This design comes from an exercise in tuning for small area, a short achievable clock period and few clock cycles per item on the open sky130 flow, not from production work. Only simulation tests tie the RTL to the original design; equivalence was not proved. No activity file was given, so power comes from the tool's default toggle rates.

==> flow/design.v <==
`default_nettype none
package cpu_pkg;
    typedef enum logic [2:0] {
        ph_boot    = 3'd0,
        ph_fetch   = 3'd1,
        ph_operand = 3'd2,
        ph_execute = 3'd3,
        ph_halt    = 3'd4
    } phase_t;
    typedef enum logic [3:0] {
        op_mov  = 4'h0,
        op_add  = 4'h1,
        op_sub  = 4'h2,
        op_mul  = 4'h3,
        op_div  = 4'h4,
        op_in   = 4'h7,
        op_out  = 4'h8,
        op_stop = 4'hf
    } opcode_t;
endpackage
`default_nettype wire
`timescale 1ns/1ns
`default_nettype none
import cpu_pkg::*;
module alu
(
    input  wire        [3:0]                 opcode,
    input  wire        [16-1:0] a,
    input  wire        [16-1:0] b,
    output logic       [16-1:0] f
);
    always_comb begin
        case (opcode)
            op_add: f = a + b;
            op_sub: f = a - b;
            op_mul: f = a * b;
            op_div: begin
                if (b == '0) begin
                    f = '0;
                end else begin
                    f = a / b;
                end
            end
            default: f = '0;
        endcase
    end
endmodule
`default_nettype wire
`timescale 1ns/1ns
`default_nettype none
module step_counter (
    input  wire                        clk,
    input  wire                        rst_n,
    input  wire                        step_adv,
    input  wire                        step_jump,
    input  wire                        step_clr,
    input  wire  [5-1:0] step_target,
    output logic [5-1:0] step
);
    always_ff @(posedge clk or negedge rst_n) begin
        if (!rst_n) begin
            step <= '0;
        end else if (step_clr) begin
            step <= '0;
        end else if (step_jump) begin
            step <= step_target;
        end else if (step_adv) begin
            step <= step + 1'b1;
        end
    end
endmodule
`default_nettype wire
`timescale 1ns/1ns
`default_nettype none
import cpu_pkg::*;
module cpu_sequencer
(
    input  wire                        clk,
    input  wire                        rst_n,
    input  wire  [5-1:0] step,
    input  wire  [16-1:0] ir,
    output logic                       step_adv,
    output logic                       step_jump,
    output logic [5-1:0] step_target,
    output logic                       step_clr,
    output logic                       pc_init,
    output logic                       pc_inc,
    output logic                       mar_from_pc,
    output logic                       mar_from_base,
    output logic                       mar_from_ptr,
    output logic                       mar_from_dest,
    output logic                       mdr_ld,
    output logic                       ir_ld,
    output logic                       opnd_ld,
    output logic [1:0]                 opnd_idx,
    output logic                       a_from_y,
    output logic                       a_from_in,
    output logic                       a_from_alu,
    output logic                       r_ld,
    output logic                       we,
    output logic                       status
);
    typedef logic [5-1:0] step_t;
    localparam step_t y_base    = step_t'(9);
    localparam step_t z_base    = step_t'(18);
    localparam step_t done_step = step_t'(27);
    cpu_pkg::phase_t  phase;
    cpu_pkg::phase_t  phase_next;
    cpu_pkg::opcode_t opc;
    logic    writes_back;
    logic [2:0] use_mask;
    logic [2:0] ind;
    logic [2:0] reg_nz;
    logic [1:0] idx;
    step_t   base_step;
    step_t   sub_step;
    assign opc    = cpu_pkg::opcode_t'(ir[16-1 -: 4]);
    assign ind    = {ir[3], ir[7], ir[11]};
    assign reg_nz = {|ir[0 +: 3], |ir[4 +: 3],
                     |ir[8 +: 3]};
    always_comb begin
        case (opc)
            op_mov:                                   use_mask = 3'b011;
            op_add, op_sub, op_mul, op_div, op_stop:  use_mask = 3'b111;
            op_in, op_out:                            use_mask = 3'b001;
            default:                                  use_mask = 3'b000;
        endcase
    end
    assign writes_back = (opc == op_mov) || (opc == op_in) || (opc == op_add) ||
                         (opc == op_sub) || (opc == op_mul) || (opc == op_div);
    always_comb begin
        if (step >= z_base) begin
            idx       = 2'd2;
            base_step = z_base;
        end else if (step >= y_base) begin
            idx       = 2'd1;
            base_step = y_base;
        end else begin
            idx       = 2'd0;
            base_step = '0;
        end
    end
    assign sub_step = step - base_step;
    always_ff @(posedge clk or negedge rst_n) begin
        if (!rst_n) begin
            phase <= ph_boot;
        end else begin
            phase <= phase_next;
        end
    end
    assign status = (phase == ph_halt);
    always_comb begin
        phase_next    = phase;
        step_adv      = 1'b0;
        step_jump     = 1'b0;
        step_target   = '0;
        step_clr      = 1'b0;
        pc_init       = 1'b0;
        pc_inc        = 1'b0;
        mar_from_pc   = 1'b0;
        mar_from_base = 1'b0;
        mar_from_ptr  = 1'b0;
        mar_from_dest = 1'b0;
        mdr_ld        = 1'b0;
        ir_ld         = 1'b0;
        opnd_ld       = 1'b0;
        opnd_idx      = 2'd0;
        a_from_y      = 1'b0;
        a_from_in     = 1'b0;
        a_from_alu    = 1'b0;
        r_ld          = 1'b0;
        we            = 1'b0;
        case (phase)
            ph_boot: begin
                pc_init    = 1'b1;
                step_clr   = 1'b1;
                phase_next = ph_fetch;
            end
            ph_fetch: begin
                step_adv = 1'b1;
                case (step)
                    0: mar_from_pc = 1'b1;
                    3: mdr_ld = 1'b1;
                    4: begin
                        ir_ld  = 1'b1;
                        pc_inc = 1'b1;
                    end
                    5: begin
                        step_clr   = 1'b1;
                        phase_next = ph_operand;
                    end
                    default: ;
                endcase
            end
            ph_operand: begin
                step_adv = 1'b1;
                opnd_idx = idx;
                if (step == done_step) begin
                    step_clr   = 1'b1;
                    phase_next = ph_execute;
                end else begin
                    case (sub_step)
                        0: begin
                            if (use_mask[idx]) begin
                                mar_from_base = 1'b1;
                            end else begin
                                step_jump   = 1'b1;
                                step_target = base_step + y_base;
                            end
                        end
                        3, 7: mdr_ld = 1'b1;
                        4: begin
                            if (ind[idx]) begin
                                mar_from_ptr = 1'b1;
                            end else begin
                                opnd_ld     = 1'b1;
                                step_jump   = 1'b1;
                                step_target = base_step + y_base;
                            end
                        end
                        8: opnd_ld = 1'b1;
                        default: ;
                    endcase
                end
            end
            ph_execute: begin
                step_adv = 1'b1;
                if (opc == op_stop) begin
                    case (step)
                        0, 1, 2: begin
                            opnd_idx = step[1:0];
                            r_ld     = reg_nz[step[1:0]];
                        end
                        3: begin
                            step_clr   = 1'b1;
                            phase_next = ph_halt;
                        end
                        default: ;
                    endcase
                end else begin
                    case (step)
                        0: begin
                            case (opc)
                                op_mov:                         a_from_y = 1'b1;
                                op_in:                          a_from_in = 1'b1;
                                op_add, op_sub, op_mul, op_div: a_from_alu = 1'b1;
                                op_out:                         r_ld = 1'b1;
                                default: ;
                            endcase
                            mar_from_dest = writes_back;
                        end
                        1: we = writes_back;
                        3: begin
                            step_clr   = 1'b1;
                            phase_next = ph_fetch;
                        end
                        default: ;
                    endcase
                end
            end
            default: ;
        endcase
    end
endmodule
`default_nettype wire
`timescale 1ns/1ns
`default_nettype none
import cpu_pkg::*;
module cpu_datapath
(
    input  wire                        clk,
    input  wire                        rst_n,
    input  wire  [16-1:0] mem,
    input  wire  [16-1:0] in,
    input  wire  [16-1:0] alu_f,
    input  wire                        pc_init,
    input  wire                        pc_inc,
    input  wire                        mar_from_pc,
    input  wire                        mar_from_base,
    input  wire                        mar_from_ptr,
    input  wire                        mar_from_dest,
    input  wire                        mdr_ld,
    input  wire                        ir_ld,
    input  wire                        opnd_ld,
    input  wire  [1:0]                 opnd_idx,
    input  wire                        a_from_y,
    input  wire                        a_from_in,
    input  wire                        a_from_alu,
    input  wire                        r_ld,
    input  wire                        we,
    output logic [16-1:0] ir,
    output logic [16-1:0] y_val,
    output logic [16-1:0] z_val,
    output logic [3:0]                 opcode,
    output logic [6-1:0] addr,
    output logic [16-1:0] data_out,
    output logic [16-1:0] out,
    output logic [6-1:0] pc
);
    localparam logic [6-1:0] prog_start = 8;
    logic [16-1:0] mdr;
    logic [16-1:0] a_reg;
    logic [16-1:0] opnd [3];
    logic [6-1:0] dest [3];
    logic [3-1:0]   base_reg;
    logic [6-1:0] base_addr;
    always_comb begin
        case (opnd_idx)
            2'd0:    base_reg = ir[8 +: 3];
            2'd1:    base_reg = ir[4 +: 3];
            default: base_reg = ir[0 +: 3];
        endcase
    end
    assign base_addr = {{(6-3){1'b0}}, base_reg};
    always_ff @(posedge clk or negedge rst_n) begin
        if (!rst_n) begin
            pc   <= '0;
            addr <= '0;
            ir   <= '0;
            out  <= '0;
        end else begin
            if (pc_init) begin
                pc <= prog_start;
            end else if (pc_inc) begin
                pc <= pc + 1'b1;
            end
            if (mar_from_pc) begin
                addr <= pc;
            end else if (mar_from_base) begin
                addr <= base_addr;
            end else if (mar_from_ptr) begin
                addr <= mdr[6-1:0];
            end else if (mar_from_dest) begin
                addr <= dest[0];
            end
            if (ir_ld) begin
                ir <= mdr;
            end
            if (r_ld) begin
                out <= opnd[opnd_idx];
            end
        end
    end
    always_ff @(posedge clk) begin
        if (mdr_ld) begin
            mdr <= mem;
        end
        if (opnd_ld) begin
            opnd[opnd_idx] <= mdr;
        end
        if (mar_from_base) begin
            dest[opnd_idx] <= base_addr;
        end else if (mar_from_ptr) begin
            dest[opnd_idx] <= mdr[6-1:0];
        end
        if (a_from_y) begin
            a_reg <= opnd[1];
        end else if (a_from_in) begin
            a_reg <= in;
        end else if (a_from_alu) begin
            a_reg <= alu_f;
        end
    end
    assign y_val    = opnd[1];
    assign z_val    = opnd[2];
    assign opcode   = ir[16-1 -: 4];
    assign data_out = we ? a_reg : '0;
endmodule
`default_nettype wire
`timescale 1ns/1ns
`default_nettype none
import cpu_pkg::*;
module cpu_top
(
    input  wire                        clk,
    input  wire                        rst_n,
    input  wire  [16-1:0] mem,
    input  wire  [16-1:0] in,
    output logic                       we,
    output logic [6-1:0] addr,
    output logic [16-1:0] data,
    output logic [16-1:0] out,
    output logic [6-1:0] pc,
    output logic                       status
);
    logic [5-1:0] step;
    logic [5-1:0] step_target;
    logic step_adv;
    logic step_jump;
    logic step_clr;
    logic pc_init;
    logic pc_inc;
    logic mar_from_pc;
    logic mar_from_base;
    logic mar_from_ptr;
    logic mar_from_dest;
    logic mdr_ld;
    logic ir_ld;
    logic opnd_ld;
    logic [1:0] opnd_idx;
    logic a_from_y;
    logic a_from_in;
    logic a_from_alu;
    logic r_ld;
    logic [16-1:0] ir;
    logic [16-1:0] y_val;
    logic [16-1:0] z_val;
    logic [16-1:0] alu_f;
    logic [3:0] opcode;
    cpu_sequencer sequencer_i (
        .clk           (clk),
        .rst_n         (rst_n),
        .step          (step),
        .ir            (ir),
        .step_adv      (step_adv),
        .step_jump     (step_jump),
        .step_target   (step_target),
        .step_clr      (step_clr),
        .pc_init       (pc_init),
        .pc_inc        (pc_inc),
        .mar_from_pc   (mar_from_pc),
        .mar_from_base (mar_from_base),
        .mar_from_ptr  (mar_from_ptr),
        .mar_from_dest (mar_from_dest),
        .mdr_ld        (mdr_ld),
        .ir_ld         (ir_ld),
        .opnd_ld       (opnd_ld),
        .opnd_idx      (opnd_idx),
        .a_from_y      (a_from_y),
        .a_from_in     (a_from_in),
        .a_from_alu    (a_from_alu),
        .r_ld          (r_ld),
        .we            (we),
        .status        (status)
    );
    step_counter step_counter_i (
        .clk         (clk),
        .rst_n       (rst_n),
        .step_adv    (step_adv),
        .step_jump   (step_jump),
        .step_clr    (step_clr),
        .step_target (step_target),
        .step        (step)
    );
    cpu_datapath datapath_i (
        .clk           (clk),
        .rst_n         (rst_n),
        .mem           (mem),
        .in            (in),
        .alu_f         (alu_f),
        .pc_init       (pc_init),
        .pc_inc        (pc_inc),
        .mar_from_pc   (mar_from_pc),
        .mar_from_base (mar_from_base),
        .mar_from_ptr  (mar_from_ptr),
        .mar_from_dest (mar_from_dest),
        .mdr_ld        (mdr_ld),
        .ir_ld         (ir_ld),
        .opnd_ld       (opnd_ld),
        .opnd_idx      (opnd_idx),
        .a_from_y      (a_from_y),
        .a_from_in     (a_from_in),
        .a_from_alu    (a_from_alu),
        .r_ld          (r_ld),
        .we            (we),
        .ir            (ir),
        .y_val         (y_val),
        .z_val         (z_val),
        .opcode        (opcode),
        .addr          (addr),
        .data_out      (data),
        .out           (out),
        .pc            (pc)
    );
    alu alu_i (
        .opcode (opcode),
        .a      (y_val),
        .b      (z_val),
        .f      (alu_f)
    );
endmodule
`default_nettype wire
==> flow/run.sh <==
#!/bin/bash
# synth_recipe.tcl (not shown) runs the flow's synth.tcl, then flattens the netlist and writes it again
# the make line also repeats each setting of config.mk as NAME=value (left out here)
make -C /OpenROAD-flow-scripts/flow DESIGN_CONFIG=/design/flow/config.mk WORK_HOME=/design/flow/orfs CLKGATE_MAP_FILE= SYNTH_SCRIPT=/design/flow/synth_recipe.tcl finish
==> flow/config.mk <==
export PLATFORM = sky130hd
export DESIGN_NAME = cpu_top
export DESIGN_NICKNAME = cpu_top
export VERILOG_FILES = /design/flow/design.v
export SDC_FILE = /design/flow/constraint.sdc
export NUM_CORES = 4
export LEC_CHECK = 0
export CAP_MARGIN = 20
export CORE_MARGIN = 2
export CORE_UTILIZATION = 40
export SLEW_MARGIN = 20
==> flow/constraint.sdc <==
create_clock -name core_clock -period 36.0 [get_ports {clk}]
set_input_delay 7.2000 -clock core_clock [delete_from_list [all_inputs] [get_ports {clk}]]
set_output_delay 7.2000 -clock core_clock [all_outputs]
set_load 0.01 [all_outputs]
==> Implementation_results.wiki <==
{| class="wikitable"
! Metric !! Value
|-
| Area taken by multi-input logic gates || 0.0136 mm^2
|-
| Wire length of the first global-routing pass || 95.7 mm
|-
| Layout cells sized above 1 || 0.0753
|-
| Maximum number of pins on one net before global-route repair || 53
|-
| Number of setup buffers added after CTS || 0
|-
| Core Footprint || 0.0456 mm^2
|-
| Most numerous cell in the Yosys netlist || sky130_fd_sc_hd__nand2_1
|-
| Max-capacitance violation count || 0
|-
| Biggest area contributors in the synthesized netlist || sky130_fd_sc_hd__ha_1 15%, sky130_fd_sc_hd__edfxtp_1 14%, sky130_fd_sc_hd__fa_1 8.8%, sky130_fd_sc_hd__dfrtp_1 7.0%, sky130_fd_sc_hd__nand2_1 5.1%
|-
| Antenna diode count || 0
|-
| CTS hold repair buffers || 0
|-
| Vias per cell || 5.91
|-
| Inst Count DP || 2840
|-
| Largest stage delay, worst path || 0.78 ns
|-
| Top cells by count, synth || 250 x sky130_fd_sc_hd__nand2_1, 218 x sky130_fd_sc_hd__ha_1, 183 x sky130_fd_sc_hd__nor2_1
|-
| Most area-hungry cell type in the Yosys netlist || sky130_fd_sc_hd__ha_1
|-
| Grt ovf || 0
|-
| Routed wire length || 62.0 mm
|-
| Synth Register Bits || 138
|-
| Starting Density || 0.407
|-
| Startpoint kind of the worst setup timing path || register
|-
| Number of pins with negative max-slew slack in the final report || 0
|-
| Vertical extent of the die || 219 um
|-
| Final critical-path share of the clock period || 0.896
|-
| Area growth syn-to-layout || 11.1%
|-
| Area of placed instances || 0.0200 mm^2
|-
| First-pass DRT Iterations || 5
|-
| Layout net count || 2593
|-
| Die span in x || 219 um
|-
| Count of cells resized by post-cts repair || 0
|-
| Launch point of the worst hold path || datapath_i.ir[3]
|-
| Sequential element share of the synthesized area || 0.209
|-
| Largest register by flop count || datapath_i.opnd
|-
| Clock-pin slew reported for the worst setup and hold paths after clock tree synthesis || 0.07 ns
|-
| Reg-to-reg critical path startpoint || datapath_i.opnd[2][14]
|-
| Yosys top cell area share || 0.147
|-
| Required time worst endpoint || 36.18 ns
|-
| Final-layout setup total negative slack || 0 ns
|-
| Total of fill cells in the finished design || 4448
|-
| Count of port buffers added during placement || 79
|-
| Starting DRC count in detailed routing || 1115
|-
| Number of buffers created by CTS || 17
|-
| Worst-case headroom to the max-slew limit || 0.203
|-
| Max Fclk || 31.0 MHz
|-
| DR vias || 17.0k
|-
| Global placement routability congestion || 0.936
|-
| Count of flip-flops with a built-in enable after synthesis || 86
|-
| Buffer depth of the longest clock path || 2
|-
| Post-layout utilization of the core || 0.452
|-
| Mapped cell area || 0.0186 mm^2
|-
| Power per cell area || 28.7 mW/mm^2
|-
| Max VDD drop || 30.9 uV
|-
| Largest register FFs || 48
|-
| Transition time at the pin with the least slew margin || 1.18 ns
|-
| Final Cell Area || 0.0206 mm^2
|-
| Number of cell rows || 78
|-
| Launching instance or port of the critical path || datapath_i.opnd[2][14]
|-
| Status || timing/DRC/antenna clean
|-
| Skew-Pair Late Insertion Delay || 0.45 ns
|-
| Overall global routing resource usage || 0.261
|-
| Number of distinct library cells after synthesis || 97
|-
| Via count of the first global-routing pass || 16.8k
|-
| Leak pwr || 8.98 nW
|-
| Number of nets with antenna violations after routing || 0
|-
| Final HPWL DP || 47.2 mm
|-
| Most used cell along the critical path || sky130_fd_sc_hd__ha_1
|-
| Number of warning messages in the yosys log || 4
|-
| Final Skew || 0.0174 ns
|-
| Total area of sequential cells || 0.00388 mm^2
|-
| Non-filler instance count after layout || 2872
|-
| Kind of end point of the critical path || register
|-
| Maximum fanout along the worst path || 28
|-
| Per-instance average area after synthesis || 8.38 um^2
|-
| Number of H-tree levels || 4
|-
| Total power draw || 0.000591 W
|-
| Type of the tightest min-delay check || reg -> reg
|-
| Num Clock Sinks || 138
|-
| Initial antenna violation count || 1
|-
| Die outline area || 0.0481 mm^2
|-
| Root Driver || sky130_fd_sc_hd__clkbuf_16
|-
| Average routed wire per standard cell || 21.6 um
|-
| Unrepaired setup endpoints after global routing || no
|-
| Final routed DRC violation total || 0
|-
| IO Pins || 80
|-
| Final Hold Violating Endpoints || 0
|-
| Syn nets || 2550
|-
| Post-layout minimum cycle time || 32.26 ns
|-
| Arrival time reported for the critical path endpoint || 32.43 ns
|-
| Share of async-settable or async-resettable flops after synthesis || 0.377
|-
| Dominant synthesized flop cell || sky130_fd_sc_hd__edfxtp_1
|-
| Crit path max-delay cell type || sky130_fd_sc_hd__a2111oi_0
|-
| CP Class || reg -> reg
|-
| Synthesized instance count || 2216
|-
| TritonCTS clock tree || built
|-
| Final number of setup-violating endpoints || 0
|}
-- critical path, delay by kind of cell (launching register included) --
kind            cells  cell delay [ns]
compound gates     60            16.62
fa+ha+maj          15             4.68
simple gates       31             8.85
buf+inv             4             0.48
mux                 2             0.68
flops               1             0.64
-- through the flow --
step                setup WS (ns)  hold WS (ns)
finish                       3.74         0.480
CTS                          3.99         0.490
global route                 1.27         0.524
detailed placement           4.13         0.475
floorplan                    9.21         0.446
global placement             5.01         0.464
-- per-layer routing --
| layer | track usage | part of all wire | up-vias |
|---|---|---|---|
| met5 | 0 | 0 | - |
| met4 | 0.103 | 0.039 | 0 |
| met3 | 0.0328 | 0.061 | 139 |
| met2 | 0.424 | 0.46 | 612 |
| met1 | 0.351 | 0.44 | 8230 |
| li1 | - | - | 8002 |
-- power breakdown --
| group | switching [W] | internal (W) |
|---|---|---|
| registers | 0.0000276 | 0.000197 |
| clock network | 0.0000777 | 0.0000961 |
| logic | 0.000109 | 0.0000832 |
-- final timing paths --
path / to / slack [ns] / cells after the start
max in group asynchronous: datapath_i.ir[15] / 28.64 / 2
min in group asynchronous: datapath_i.ir[1] / 6.90 / 2
hold / removal: datapath_i.ir[3] / 0.48 / 2
setup reg to reg: datapath_i.a_reg[0] / 3.74 / 112
hold reg to reg: datapath_i.ir[3] / 0.48 / 2
setup / recovery: datapath_i.a_reg[0] / 3.74 / 112
-- cell families (layout without fill, tap and decap cells) --
logic type      after synthesis  in the layout  share of synthesized area
simple gates                767            767                      0.201
flops                       138            138                      0.209
compound gates              546            546                      0.200
mux                          61             61                     0.0355
xor+xnor                    131            131                     0.0618
buf+inv                     273            329                     0.0580
fa+ha+maj                   300            300                      0.235
-- cell usage in the layout (no fill, tap or decap), drive strengths merged, types with 21 or more instances in the layout --
cell type / instances
nand3: 41
ha: 218
a21o: 37
and2: 67
o211ai: 35
a31oi: 24
dfrtp: 52
a21oi: 127
o21a: 48
inv: 177
mux2i: 23
fa: 82
a21boi: 23
nor3: 65
edfxtp: 86
buf: 45
nand2: 250
mux2: 38
clkdlybuf4s50: 78
xor2: 41
a211oi: 21
o31ai: 23
xnor2: 90
nor2: 183
o21ai: 102
or2: 21
-- final cells by class --
type | instances | share of cell area
tap | 600 | 0.0364
inverter | 174 | 0.0317
multi-input combinational | 1805 | 0.662
timing repair buffer | 123 | 0.0541
clock inverter | 15 | 0.00680
sequential | 138 | 0.188
clock buffer | 17 | 0.0206
Testbench counts, summed over its fixed seeds: cycles 129,332, instrs 5,006.

## re-timing with driven ports
Ports are ideal in the flow. The routed layout listed here was re-timed in OpenROAD.
Step 1 (the two cells are an assumption about what drives the block):
set clk [get_ports {clk}]
set_driving_cell -lib_cell sky130_fd_sc_hd__clkbuf_16 $clk
set_driving_cell -lib_cell sky130_fd_sc_hd__buf_2 [delete_from_list [all_inputs] $clk]
Step 2 also shifts input and output timing later by t, the mid clock arrival at the registers, as if the neighbouring blocks saw the same clock.
a / b / c = no drivers / after step 1 / after step 2; a / b = the first two.
t (ns): 0.489
setup WS [ns]: 3.744 / 3.744 / 3.744
worst setup path at the end: register to register
latest minus earliest clock arrival (ns): 0.018 / 0.017
worst register clock-pin slew, ns: 0.08 / 0.08
After both steps setup and hold are still met in this run. For this run, drivers alone change the setup slack by 0.000 ns; drivers and shift together by 0.000 ns.
